Context: an optimization exercise on an open-source flow, tuned for a short achievable clock period and few clock cycles. The choices shown serve that exercise and are no tape-out recipe.
Function was checked by simulation only, so behaviour that the tests miss may differ from the original.
No activity file was given, so power comes from the tool's default toggle rates.

Design avr_top, start of the top module:
module avr_top (
	input wire logic clk,
	input wire logic reset,
	input wire logic [15:0] cdata,
	input wire logic [7:0] data_read,
	output logic [15:0] pc,
	output logic [15:0] dmem_addr,
	output logic dmem_wen,
	output logic dmem_ren,
	output logic [7:0] dmem_wdata
);
	avr_mem_pkg::dmem_req_t dmem;
	avr_mem_pkg::addr_t pc_next;
	avr_cpu u_cpu (
		.clk(clk),
		.reset(reset),
		.cdata(cdata),
		.data_read(data_read),
		.pc_next(pc_next),
		.dmem(dmem)
	);
	always_ff @(posedge clk) begin
		pc <= pc_next;
	end
	assign dmem_addr = dmem.addr;
	assign dmem_wen = dmem.wen;
	assign dmem_ren = dmem.ren;
	assign dmem_wdata = dmem.wdata;
endmodule
For scale: ~5300 cells after synthesis, ~890 flip-flops, about 68 I/O pins, roughly 49000 sq um of cells after synthesis.
Settings: LEC_CHECK=0, ABC_CLOCK_PERIOD_IN_PS=2500, CAP_MARGIN=30, CORE_MARGIN=2, CORE_UTILIZATION=40, SETUP_SLACK_MARGIN=5, SLEW_MARGIN=20, SYNTH_HIERARCHICAL=1; clock period 10.0 ns.
standard.sh (not shown) runs the stock make flow with config.mk's settings and CLKGATE_MAP_FILE= SYNTH_SCRIPT=/design/flow/synth_recipe.tcl, a recipe that flattens the netlist after the stock synthesis.
==> flow/flow/run.sh <==
#!/bin/bash
# Standard synthesis and layout; only the setup repair target is raised, so
# repair_timing keeps working on the paths after they meet the clock.
set -euo pipefail
bash standard.sh synth > synth.log 2>&1
bash standard.sh SETUP_SLACK_MARGIN=6.5 finish > layout.log 2>&1
Testbench counts at the start, summed over its fixed seeds: cycles 142,018.
Rerun with:
--- a/flow/design.v
+++ b/flow/design.v
@@ -172,12 +172,14 @@
 	output logic [15:0] target,
 	output logic [15:0] t_rj
 );
 	logic [12:0] lo_rj;
 	logic [7:0] lo_br;
 	logic [15:0] t_br;
+	logic [7:0] lo_rs;
+	logic [15:0] t_rs;
 	always_comb begin
 		lo_rj = {1'b0, fa1[11:0]} + {1'b0, w[11:0]};
 		case ({lo_rj[12], w[11]})
 		2'b01: t_rj = {frm, lo_rj[11:0]};
 		2'b10: t_rj = {frp, lo_rj[11:0]};
 		default: t_rj = {fa1[15:12], lo_rj[11:0]};
@@ -185,13 +187,15 @@
 		lo_br = {1'b0, fa1[6:0]} + {1'b0, w[9:3]};
 		case ({lo_br[7], w[9]})
 		2'b01: t_br = {fbm, lo_br[6:0]};
 		2'b10: t_br = {fbp, lo_br[6:0]};
 		default: t_br = {fa1[15:7], lo_br[6:0]};
 		endcase
-		target = t_br;
+		lo_rs = {1'b0, fa1[6:0]} + {1'b0, w[6:0]};
+		t_rs = {lo_rs[7] ? fbp : fa1[15:7], lo_rs[6:0]};
+		target = (w[15:12] == 4'b1100) ? t_rs : t_br;
 	end
 endmodule
 module avr_sequencer (
 	input wire logic [7:0] sreg_c,
 	input wire logic [7:0] bsel1,
 	input wire logic [7:0] bsel0,
@@ -585,12 +589,14 @@
 		.frm(frm_q),
 		.fbp(fbp_q),
 		.fbm(fbm_q),
 		.target(target),
 		.t_rj(t_rj)
 	);
+	logic rj_short;
+	assign rj_short = (w[11:7] == 5'd0);
 	logic [BT_N-1:0] bt_v_q;
 	logic [15:0] bt_tag_q [BT_N];
 	logic [15:0] bt_tgt_q [BT_N];
 	logic [1:0] bt_ctr_q [BT_N];
 	logic [BT_W-1:0] bt_rr_q;
 	logic bt_hit;
@@ -669,14 +675,14 @@
 			tk0 = 1'b0;
 			pc_c1 = nxt_n;
 			pc_c0 = nxt_n;
 			fv_c1 = 1'b1;
 			fv_c0 = 1'b1;
 		end else begin
-			tk1 = 1'b0;
-			tk0 = 1'b0;
+			tk1 = redir_e & rj_w;
+			tk0 = tk1;
 			pc_c1 = redir_e ? fa1_q : nxt_n;
 			pc_c0 = pc_c1;
 			fv_c1 = ~redir_e;
 			fv_c0 = fv_c1;
 		end
 		taken = rj_w | (br_w & cond);
@@ -750,13 +756,13 @@
 			ld2_reg_q <= ld1_reg_q;
 			ld1_v_q <= 1'b0;
 			dw_q <= 1'b0;
 			dr_q <= 1'b0;
 			pred_q <= bt_hit;
 			def_q <= dfr;
-			rj_pend_q <= redir_e & rj_w;
+			rj_pend_q <= redir_e & rj_w & ~rj_short;
 			bu_br_q <= def_q | (d_go & (i_br | i_rjmp) & ~dfr);
 			bu_bad_q <= ~def_q & fv_q & pred_q & ~mis & ~(d_go & (i_br | i_rjmp));
 			if (bu_br_q) begin
 				if (bu_tk_q) begin
 					if (bu_pred_q) begin
 						if (bt_ctr_q[bu_idx_q] != 2'd3) bt_ctr_q[bu_idx_q] <= bt_ctr_q[bu_idx_q] + 2'd1;
=> The new run went through all stages and came out clean. Sequential power decreases by 11%. Setup slack gets worse by 0.16 ns. Total power decreases by 12%. Global-route usage increases by 3.3 points. Clock power increases by about 3%. Design area decreases by 0.72%. Fmax decreases by 3.7%. Hold slack gets worse by 0.029 ns. Wire length increases by 7.9%. Register-to-register slack gets worse by 0.08 ns. Sequential share of layout area increases by 0.25 points. Non-clock buffer count increases by 25. Combinational power decreases by 30%.
Testbench counts after the change, summed over its fixed seeds: cycles 141,110.

port drivers added, routing unchanged:
In the flow no input, the clock included, has a driving cell. The finished layouts below were timed again as built, in two steps. Step 1 assumes that a clkbuf_16 drives the clock port and a buf_2 every other input. Step 2 adds t to the input delays and takes it off the output delays; t is the mean of the earliest and latest rising clock arrival at the registers after step 1. Input paths then give back, and output paths get back, about the clock's delay inside the block. a / b / c = no drivers / after step 1 / after step 2; a / b = the first two.
run | shift t [ns] | setup slack, ns | worst setup path at the end | slew at the worst register clock pin (ns)
the first run | 0.813 | 5.758 / 5.785 / 4.972 | input to register | 0.07 / 0.07
the second run | 0.809 | 5.595 / 5.629 / 4.820 | input to register | 0.07 / 0.07
After both steps setup and hold are still met in every run listed. For the first run, which loses most, drivers alone change the setup slack by +0.027 ns; drivers and shift together by -0.786 ns.
